This is an optimization exercise on Yosys and OpenROAD, whose aim is small area, not a production implementation. The RTL was checked by simulation tests, not by an equivalence proof against the original design. Power is estimated from default activity; no workload was simulated.

File: design/flow/config.mk
export PLATFORM = sky130hd
export DESIGN_NAME = dcache_top
export DESIGN_NICKNAME = dcache_top
export VERILOG_FILES = /design/flow/design.v
export SDC_FILE = /design/flow/constraint.sdc
export NUM_CORES = 4
export LEC_CHECK = 0
export CAP_MARGIN = 20
export CORE_MARGIN = 2
export CORE_UTILIZATION = 45
export PLACE_DENSITY = 0.6
export SLEW_MARGIN = 20
File: design/flow/constraint.sdc
create_clock -name core_clock -period 12.0 [get_ports {clk}]
set_input_delay 2.4000 -clock core_clock [delete_from_list [all_inputs] [get_ports {clk}]]
set_output_delay 2.4000 -clock core_clock [all_outputs]
set_load 0.01 [all_outputs]
File: design/flow/design.v
`timescale 1ns/1ps
`default_nettype none
package dcache_pkg;
    typedef logic [14-1:0] addr_t;
    typedef logic [14-$clog2(128/8)-1:0] beat_addr_t;
    typedef logic [31:0] word_t;
    typedef logic [128-1:0] beat_t;
    typedef logic [14-$clog2(8)-$clog2(64)-1:0] tag_t;
    typedef logic [$clog2(8)-1:0] set_idx_t;
    typedef logic [$clog2(4)-1:0] beat_cnt_t;
    typedef logic [3:0] byte_mask_t;
    typedef logic [1:0] size_t;
    localparam size_t SIZE_BYTE = 2'd0;
    localparam size_t SIZE_HALF = 2'd1;
    localparam size_t SIZE_WORD = 2'd2;
    typedef struct packed {
        tag_t tag;
        set_idx_t set;
        beat_cnt_t beat;
        logic [$clog2(128/32)-1:0] word;
        logic [1:0] byte_off;
    } addr_split_t;
    typedef struct packed {
        addr_t addr;
        word_t wdata;
        size_t size;
        logic is_unsigned;
        logic is_store;
    } core_req_t;
    typedef struct packed {
        beat_addr_t beat_addr;
        beat_t wdata;
        logic is_write;
    } mem_req_t;
    typedef struct packed {
        logic active;
        logic is_store;
        logic is_unsigned;
        addr_t addr;
        word_t wdata;
        size_t size;
    } word_acc_t;
    typedef enum logic [1:0] {
        META_NONE,
        META_FILL,
        META_DIRTY
    } meta_kind_t;
    typedef struct packed {
        meta_kind_t kind;
        set_idx_t set;
        tag_t tag;
    } meta_upd_t;
    typedef enum logic [1:0] {
        CTRL_READY,
        CTRL_EVICT,
        CTRL_REFILL,
        CTRL_FINISH
    } ctrl_state_t;
endpackage
`default_nettype wire
`timescale 1ns/1ps
`default_nettype none
module dcache_tags (
    input  logic                  clk,
    input  logic                  rst,
    input  logic                  req_fire,
    input  dcache_pkg::core_req_t req,
    input  dcache_pkg::meta_upd_t meta_upd,
    output dcache_pkg::core_req_t req_q,
    output logic                  req_q_valid,
    output logic                  hit,
    output logic                  victim_dirty,
    output dcache_pkg::tag_t      victim_tag
);
    logic valid [8];
    logic dirty [8];
    dcache_pkg::tag_t tags [8];
    dcache_pkg::addr_split_t q_addr;
    assign q_addr = req_q.addr;
    assign hit = req_q_valid && valid[q_addr.set] && (tags[q_addr.set] == q_addr.tag);
    assign victim_dirty = valid[q_addr.set] && dirty[q_addr.set];
    assign victim_tag = tags[q_addr.set];
    always_ff @(posedge clk) begin
        if (req_fire) begin
            req_q <= req;
        end
    end
    always_ff @(posedge clk) begin
        if (rst) begin
            req_q_valid <= 1'b0;
            for (int s = 0; s < 8; s++) begin
                valid[s] <= 1'b0;
                dirty[s] <= 1'b0;
            end
        end else begin
            req_q_valid <= req_fire;
            case (meta_upd.kind)
                dcache_pkg::META_FILL: begin
                    valid[meta_upd.set] <= 1'b1;
                    dirty[meta_upd.set] <= 1'b0;
                    tags[meta_upd.set] <= meta_upd.tag;
                end
                dcache_pkg::META_DIRTY: begin
                    dirty[meta_upd.set] <= 1'b1;
                end
                default: begin
                end
            endcase
        end
    end
endmodule
`default_nettype wire
`timescale 1ns/1ps
`default_nettype none
module dcache_ctrl (
    input  logic                  clk,
    input  logic                  rst,
    input  dcache_pkg::core_req_t req_q,
    input  logic                  req_q_valid,
    input  logic                  hit,
    input  logic                  victim_dirty,
    input  dcache_pkg::tag_t      victim_tag,
    input  dcache_pkg::beat_t     victim_beat,
    input  logic                  mem_req_ready,
    input  logic                  mem_rsp_valid,
    output logic                  req_ready,
    output logic                  rsp_valid,
    output logic                  mem_req_valid,
    output logic                  fill_we,
    output dcache_pkg::mem_req_t  mem_req,
    output dcache_pkg::beat_cnt_t fill_beat,
    output dcache_pkg::set_idx_t  fill_set,
    output dcache_pkg::word_acc_t acc,
    output dcache_pkg::meta_upd_t meta_upd
);
    localparam dcache_pkg::beat_cnt_t LAST_BEAT = dcache_pkg::beat_cnt_t'(4 - 1);
    dcache_pkg::ctrl_state_t state;
    dcache_pkg::ctrl_state_t state_nx;
    logic out_of_reset;
    dcache_pkg::core_req_t held;
    dcache_pkg::core_req_t src;
    dcache_pkg::addr_split_t held_a;
    dcache_pkg::addr_split_t src_a;
    dcache_pkg::beat_cnt_t req_cnt;
    dcache_pkg::beat_cnt_t rsp_cnt;
    logic rd_done;
    logic lookup_hit;
    logic miss;
    logic mem_fire;
    logic last_rsp;
    assign lookup_hit = (state == dcache_pkg::CTRL_READY) && req_q_valid && hit;
    assign miss = (state == dcache_pkg::CTRL_READY) && req_q_valid && !hit;
    assign mem_fire = mem_req_valid && mem_req_ready;
    assign last_rsp = fill_we && (rsp_cnt == LAST_BEAT);
    assign req_ready = out_of_reset && (state == dcache_pkg::CTRL_READY) && !miss;
    always_comb begin
        state_nx = state;
        case (state)
            dcache_pkg::CTRL_READY: begin
                if (miss) begin
                    state_nx = victim_dirty ? dcache_pkg::CTRL_EVICT : dcache_pkg::CTRL_REFILL;
                end
            end
            dcache_pkg::CTRL_EVICT: begin
                if (mem_fire && (req_cnt == LAST_BEAT)) begin
                    state_nx = dcache_pkg::CTRL_REFILL;
                end
            end
            dcache_pkg::CTRL_REFILL: begin
                if (last_rsp) begin
                    state_nx = dcache_pkg::CTRL_FINISH;
                end
            end
            default: begin
                state_nx = dcache_pkg::CTRL_READY;
            end
        endcase
    end
    always_ff @(posedge clk) begin
        if (rst) begin
            state <= dcache_pkg::CTRL_READY;
            out_of_reset <= 1'b0;
            req_cnt <= '0;
            rsp_cnt <= '0;
            rd_done <= 1'b0;
        end else begin
            state <= state_nx;
            out_of_reset <= 1'b1;
            if (mem_fire) begin
                req_cnt <= req_cnt + 1'b1;
                if ((state == dcache_pkg::CTRL_REFILL) && (req_cnt == LAST_BEAT)) begin
                    rd_done <= 1'b1;
                end
            end
            if (fill_we) begin
                rsp_cnt <= rsp_cnt + 1'b1;
            end
            if (state == dcache_pkg::CTRL_FINISH) begin
                rd_done <= 1'b0;
            end
        end
    end
    always_ff @(posedge clk) begin
        if (miss) begin
            held <= req_q;
        end
    end
    assign held_a = held.addr;
    assign src = (state == dcache_pkg::CTRL_READY) ? req_q : held;
    assign src_a = src.addr;
    assign mem_req_valid = (state == dcache_pkg::CTRL_EVICT) || ((state == dcache_pkg::CTRL_REFILL) && !rd_done);
    assign mem_req.is_write = (state == dcache_pkg::CTRL_EVICT);
    assign mem_req.beat_addr = {mem_req.is_write ? victim_tag : held_a.tag,
                                held_a.set, req_cnt};
    assign mem_req.wdata = mem_req.is_write ? victim_beat : '0;
    assign fill_we = (state == dcache_pkg::CTRL_REFILL) && mem_rsp_valid;
    assign fill_beat = rsp_cnt;
    assign fill_set = held_a.set;
    always_comb begin
        acc.active = lookup_hit || (state == dcache_pkg::CTRL_FINISH);
        acc.is_store = src.is_store;
        acc.is_unsigned = src.is_unsigned;
        acc.addr = src.addr;
        acc.wdata = src.wdata;
        acc.size = src.size;
    end
    assign rsp_valid = acc.active && !acc.is_store;
    always_comb begin
        meta_upd.set = src_a.set;
        meta_upd.tag = src_a.tag;
        if (last_rsp) begin
            meta_upd.kind = dcache_pkg::META_FILL;
        end else if (acc.active && acc.is_store) begin
            meta_upd.kind = dcache_pkg::META_DIRTY;
        end else begin
            meta_upd.kind = dcache_pkg::META_NONE;
        end
    end
endmodule
`default_nettype wire
`timescale 1ns/1ps
`default_nettype none
module dcache_lines (
    input  logic                  clk,
    input  dcache_pkg::word_acc_t acc,
    input  logic                  fill_we,
    input  dcache_pkg::set_idx_t  fill_set,
    input  dcache_pkg::beat_cnt_t fill_beat,
    input  dcache_pkg::beat_t     fill_data,
    input  dcache_pkg::beat_cnt_t evict_beat,
    output dcache_pkg::word_t     rd_word,
    output dcache_pkg::beat_t     victim_beat
);
    dcache_pkg::beat_t data [8][4];
    dcache_pkg::addr_split_t a;
    dcache_pkg::byte_mask_t mask;
    dcache_pkg::word_t wdata_sh;
    assign a = acc.addr;
    always_comb begin
        case (acc.size)
            dcache_pkg::SIZE_BYTE: mask = dcache_pkg::byte_mask_t'(4'b0001 << a.byte_off);
            dcache_pkg::SIZE_HALF: mask = dcache_pkg::byte_mask_t'(4'b0011 << a.byte_off);
            default: mask = 4'b1111;
        endcase
    end
    assign wdata_sh = acc.wdata << {a.byte_off, 3'b000};
    always_ff @(posedge clk) begin
        if (fill_we) begin
            data[fill_set][fill_beat] <= fill_data;
        end
        if (acc.active && acc.is_store) begin
            for (int b = 0; b < 4; b++) begin
                if (mask[b]) begin
                    data[a.set][a.beat][32*a.word + 8*b +: 8] <= wdata_sh[8*b +: 8];
                end
            end
        end
    end
    assign rd_word = data[a.set][a.beat][32*a.word +: 32];
    assign victim_beat = data[fill_set][evict_beat];
endmodule
`default_nettype wire
`timescale 1ns/1ps
`default_nettype none
module dcache_load_align (
    input  dcache_pkg::word_acc_t acc,
    input  dcache_pkg::word_t     rd_word,
    output dcache_pkg::word_t     rsp_data
);
    dcache_pkg::addr_split_t a;
    logic [7:0] byte_sel;
    logic [15:0] half_sel;
    logic sext;
    assign a = acc.addr;
    assign byte_sel = rd_word[8*a.byte_off +: 8];
    assign half_sel = rd_word[16*a.byte_off[1] +: 16];
    assign sext = !acc.is_unsigned;
    always_comb begin
        case (acc.size)
            dcache_pkg::SIZE_BYTE: rsp_data = {{24{sext & byte_sel[7]}}, byte_sel};
            dcache_pkg::SIZE_HALF: rsp_data = {{16{sext & half_sel[15]}}, half_sel};
            default: rsp_data = rd_word;
        endcase
    end
endmodule
`default_nettype wire
`timescale 1ns/1ps
`default_nettype none
module dcache_top (
    input  logic         clk,
    input  logic         rst,
    input  logic         req_valid,
    input  logic [13:0]  req_addr,
    input  logic [31:0]  req_wdata,
    input  logic [1:0]   req_size,
    input  logic         req_unsigned,
    input  logic         req_store,
    output logic         req_ready,
    output logic         rsp_valid,
    output logic [31:0]  rsp_data,
    output logic         mem_req_valid,
    output logic [9:0]   mem_req_addr,
    output logic [127:0] mem_req_wdata,
    output logic         mem_req_write,
    input  logic         mem_req_ready,
    input  logic         mem_rsp_valid,
    input  logic [127:0] mem_rsp_data
);
    dcache_pkg::core_req_t req;
    dcache_pkg::mem_req_t mem_req;
    assign req.addr = req_addr;
    assign req.wdata = req_wdata;
    assign req.size = req_size;
    assign req.is_unsigned = req_unsigned;
    assign req.is_store = req_store;
    assign mem_req_addr = mem_req.beat_addr;
    assign mem_req_wdata = mem_req.wdata;
    assign mem_req_write = mem_req.is_write;
    logic req_fire;
    dcache_pkg::core_req_t req_q;
    logic req_q_valid;
    logic hit;
    logic victim_dirty;
    dcache_pkg::tag_t victim_tag;
    dcache_pkg::beat_t victim_beat;
    dcache_pkg::meta_upd_t meta_upd;
    dcache_pkg::word_acc_t acc;
    dcache_pkg::word_t rd_word;
    logic fill_we;
    dcache_pkg::beat_cnt_t fill_beat;
    dcache_pkg::set_idx_t fill_set;
    dcache_pkg::beat_cnt_t evict_beat;
    assign req_fire = req_valid && req_ready;
    assign evict_beat = mem_req.beat_addr[$clog2(4)-1:0];
    dcache_tags i_dcache_tags (
        .clk          (clk),
        .rst          (rst),
        .req_fire     (req_fire),
        .req          (req),
        .meta_upd     (meta_upd),
        .req_q        (req_q),
        .req_q_valid  (req_q_valid),
        .hit          (hit),
        .victim_dirty (victim_dirty),
        .victim_tag   (victim_tag)
    );
    dcache_ctrl i_dcache_ctrl (
        .clk           (clk),
        .rst           (rst),
        .req_q         (req_q),
        .req_q_valid   (req_q_valid),
        .hit           (hit),
        .victim_dirty  (victim_dirty),
        .victim_tag    (victim_tag),
        .victim_beat   (victim_beat),
        .mem_req_ready (mem_req_ready),
        .mem_rsp_valid (mem_rsp_valid),
        .req_ready     (req_ready),
        .rsp_valid     (rsp_valid),
        .mem_req_valid (mem_req_valid),
        .fill_we       (fill_we),
        .mem_req       (mem_req),
        .fill_beat     (fill_beat),
        .fill_set      (fill_set),
        .acc           (acc),
        .meta_upd      (meta_upd)
    );
    dcache_lines i_dcache_lines (
        .clk         (clk),
        .acc         (acc),
        .fill_we     (fill_we),
        .fill_set    (fill_set),
        .fill_beat   (fill_beat),
        .fill_data   (mem_rsp_data),
        .evict_beat  (evict_beat),
        .rd_word     (rd_word),
        .victim_beat (victim_beat)
    );
    dcache_load_align i_dcache_load_align (
        .acc      (acc),
        .rd_word  (rd_word),
        .rsp_data (rsp_data)
    );
endmodule
`default_nettype wire
File: design/flow/run.sh
#!/bin/bash
# synth_recipe.tcl (not shown) runs the flow's synth.tcl, then flattens the netlist and writes it again
# the make line also repeats each setting of config.mk as NAME=value (left out here)
make -C /OpenROAD-flow-scripts/flow DESIGN_CONFIG=/design/flow/config.mk WORK_HOME=/design/flow/orfs CLKGATE_MAP_FILE= SYNTH_SCRIPT=/design/flow/synth_recipe.tcl finish
==> results_dict.tcl <==
set metrics [dict create \
    die_y_um 677.6 \
    maxCapViolations 0 \
    avgViaCountPerCell 6.983 \
    synth_nets 12850 \
    place_ws_ns 2.278 \
    reg2reg_to "i_dcache_lines.data[4][114]" \
    port_buffers 356 \
    fin_util_pct 52.06 \
    insertion_delay_ns 1.06 \
    async_flop_share_pct 0 \
    r2r_slack_ns 4.23 \
    num-fill-cells 36110 \
    cp-end-kind "output pin" \
    avgSynthCellArea_um2 16.12 \
    cts_sinks 4264 \
    worst-slew-pin-transition_ns 1.307 \
    reg2reg_from "i_dcache_ctrl.state[0]" \
    holdPathEnd "i_dcache_tags.valid[6]" \
    min_period_over_period_pct 91.09 \
    status "complete, no violations" \
    post_synth_num_cell_types 82 \
    yosysTopAreaCellShare_pct 62.42 \
    hold_buffers 0 \
    syn_inst 12660 \
    wire_per_inst_um 40.85 \
    cts_tree "done" \
    drv_slew 0 \
    setup_violations 0 \
    grt_pass1_vias 133600 \
    start_util_pct 45.16 \
    ant_nets 0 \
    clk_root_buffer_cell "clkbuf_16" \
    cp-start-kind "flip-flop" \
    ys.flop_type "edfxtp_1" \
    antenna_found_initial 58 \
    fin_skew_ns 0.06525 \
    grt_usage_pct 34.05 \
    cp_slowest_stage_delay_ns 0.91 \
    syn-cell-area_um2 204200 \
    synth-edff-count 4244 \
    synth_seq_cells 4264 \
    arrival_ns 8.53 \
    max_freq_mhz 91.49 \
    drt-pass1-iter-count 8 \
    place_inst 18540 \
    cts_setup_buffers 0 \
    rows 247 \
    clockBufferDepth 4 \
    path_class "reg -> out" \
    critPathSlowestCell "a211oi_1" \
    powerDensity_nw_per_um2 200.1 \
    gp_congestion 0.9840 \
    power_leakage_nw 74.49 \
    dp_hpwl_mm 519.2 \
    die-area_um2 459100 \
    synth_top_area_cell "edfxtp_1" \
    syn_to_final_growth_pct 15.28 \
    drc 0 \
    grt_pass1_wl_mm 1087 \
    ys_seq_area_share_pct 62.62 \
    cp_data_required_time_ns 9.60 \
    synth_area_leaders "edfxtp_1 (62%), mux4_2 (19%), mux2i_1 (3.5%)" \
    grt_max_degree 157 \
    r2r_cells 13 \
    final_nets 13300 \
    io_pins 357 \
    drt_iter0_markers 21490 \
    instances_no_fill 19520 \
    worst_path_most_repeated_cell "buf_4" \
    cp_max_fo 83 \
    cts-htree-levels 5 \
    p_total_mw 47.09 \
    cts_resized 0 \
    hp-class "reg -> reg" \
    die-width_um 677.6 \
    hold_viol 0 \
    drive_gt1_share_pct 26.70 \
    min_from "i_dcache_tags.valid[6]" \
    grt_overflow_total 0 \
    holdPathStages 1 \
    yosys_warnings 4 \
    crit_path_cell_trace "inv_1, ha_4, mux2_8, buf_12, buf_4, nand2_1, nand3_1, a21oi_1, a2111oi_0, a41oi_1, buf_4, a211oi_1, o21ai_0, o2111ai_1, clkdlybuf4s50_1" \
    peakVddDrop_v 0.0001915 \
    clk_pin_slew_ns 0.06 \
    rsz0062_at_grt "false" \
    cts-buffers-inserted 457 \
    setup_tns_ns 0 \
    route.vias.total 136300 \
    layout_setup_ws_ns 1.069 \
    min_period_ns 10.93 \
    slew_headroom_pct 12.17 \
    routed_wl_mm 797.3 \
    coreArea_um2 452100 \
]
==> layout make-up <==
class	count	area [µm²]	area share, %
Clock buffer	560	12070	5.129
Tap cell	5976	7477	3.177
Clock inverter	295	3196	1.358
Multi-Input combinational cell	7317	74800	31.78
Antenna cell	40	100.1	0.04253
Sequential cell	4264	127900	54.32
Timing Repair Buffer	1046	9797	4.162
Inverter	20	80.08	0.03402
==> worst max-delay path by stage <==
stage / from / to / slack (ns)
finish: i_dcache_ctrl.state[0] / rsp_data[7] / 1.07
CTS: i_dcache_ctrl.state[0] / rsp_data[8] / 1.17
global placement: i_dcache_ctrl.state[0] / rsp_data[3] / 2.26
global route: i_dcache_ctrl.state[1] / rsp_data[7] / 1.09
detailed placement: i_dcache_ctrl.state[0] / rsp_data[8] / 2.28
floorplan: i_dcache_ctrl.state[0] / rsp_data[2] / 6.03
==> logic make-up (layout without fill, tap and decap cells) <==
| logic type | count (synthesis) | count (layout) | share of synthesized area [%] |
|---|---|---|---|
| other | 0 | 40 | 0 |
| and+or+nand+nor | 3256 | 3256 | 7.103 |
| xor gates and xnor gates | 7 | 7 | 0.03003 |
| AOI/OAI and AO/OA | 1545 | 1545 | 5.013 |
| buffers and inverters | 1082 | 1921 | 2.334 |
| adders and majority gates | 6 | 6 | 0.03677 |
| DFF | 4264 | 4264 | 62.62 |
| muxes | 2503 | 2503 | 22.87 |
==> where the power goes <==
group,switching (mW),internal [mW]
Combinational,10.6,5.26
Sequential,0.112,16.6
Clock,6.21,8.36
Total,16.9,30.2
==> cells in the final DEF, fill, tap and decap left out, types with 42 or more instances in the layout <==
| cell | Yosys | routed |
|---|---|---|
| edfxtp_1 | 4244 | 4244 |
| mux4_2 | 1719 | 1719 |
| nand2_1 | 1470 | 1458 |
| mux2i_1 | 707 | 685 |
| buf_4 | 51 | 556 |
| nand3_1 | 544 | 524 |
| nor2_1 | 592 | 476 |
| clkbuf_16 | 0 | 465 |
| a21oi_1 | 440 | 411 |
| clkdlybuf4s50_1 | 0 | 356 |
| nor3_1 | 188 | 172 |
| nor2b_1 | 168 | 166 |
| a22oi_1 | 154 | 154 |
| o21ai_0 | 165 | 152 |
| o22ai_1 | 117 | 116 |
| clkinv_1 | 2 | 105 |
| nor2_2 | 3 | 105 |
| o31ai_4 | 0 | 93 |
| clkbuf_1 | 516 | 87 |
| clkinv_2 | 0 | 81 |
| nand4_1 | 77 | 77 |
| mux2_2 | 72 | 72 |
| o211ai_1 | 64 | 64 |
| a211oi_1 | 57 | 57 |
| bufinv_16 | 0 | 56 |
| a32oi_1 | 55 | 55 |
| a31oi_1 | 66 | 51 |
| buf_6 | 7 | 50 |
| buf_12 | 0 | 42 |
==> critical path, delay by kind of cell (launching register included) <==
| kind | cells | cell delay [ns] |
|---|---|---|
| compound gates | 6 | 2.84 |
| buf+inv | 5 | 2.25 |
| mux | 1 | 0.90 |
| fa+ha+maj | 1 | 0.60 |
| flops | 1 | 0.37 |
| simple gates | 2 | 0.22 |
==> flip-flops by register name, indices dropped and copies added (netlist names), 8 cells and up, named ones only <==
signal and cells:
i_dcache_tags.valid 8, i_dcache_ctrl.held 50, i_dcache_tags.dirty 8, i_dcache_tags.tags 40, i_dcache_lines.data 4096, i_dcache_tags.req_q 50
==> stage by stage <==
stage | instance area (µm²) | hold slack, ns
6_report | 235400 | 0.4536
4_1_cts | 234100 | 0.4514
3_3_place_gp | 218400 | 0.4282
3_5_place_dp | 218800 | 0.4373
5_1_grt | 235300 | 0.4686
2_1_floorplan | 204200 | 0.4211
==> metal layers <==
layer  global-route usage [%]  vias up  wire length [µm]
met5                   0.1562        -               313
met4                    25.57       44             72980
met3                    9.979     2450            101400
met2                    50.60    10710            353200
met1                    42.35    70370            269300
li1                         -    52710                 -
==> cell usage after synthesis (14+ instances only) <==
cell type  instances
o22ai_1          117
or4_1             31
a22o_1            26
o21ai_0          165
nor2_1           592
o32ai_1           22
mux2i_1          707
nand2b_1          30
a21oi_1          440
nor4_1            53
nor2b_1          168
buf_2            367
nor3_1           188
a32oi_1           55
dfxtp_1           20
or3_1             14
mux4_2          1719
o31ai_1          158
o221ai_1          20
inv_1             18
a22oi_1          154
nand3_1          544
a211oi_1          57
o21bai_1          18
buf_1            120
mux2_2            72
buf_4             51
clkbuf_1         516
edfxtp_1        4244
a221oi_1          29
o211ai_1          64
nand4_1           77
nand2_1         1470
a222oi_1          37
a21o_1            16
nor4b_1           15
a31oi_1           66
and3_1            21

separate check: timing with driven ports:
How much do the figures lean on ideal ports? The routed layout below was timed once more, with nothing changed but the port constraints.
Step 1 assumes that a clkbuf_16 drives the clock port and a buf_2 every other input.
Step 2 also shifts input and output timing later by t, the mid clock arrival at the registers, as if the neighbouring blocks saw the same clock.
Three values: ideal, step 1, step 2; two values: the first two.
t (ns): 1.149
setup WS [ns]: 1.069 / 0.946 / 2.095
worst setup path after step 2: register to output
cell pins on the clock port's net: 1
After both steps this run still meets setup and hold. For this run, drivers alone change the setup slack by -0.123 ns; drivers and shift together by +1.026 ns.
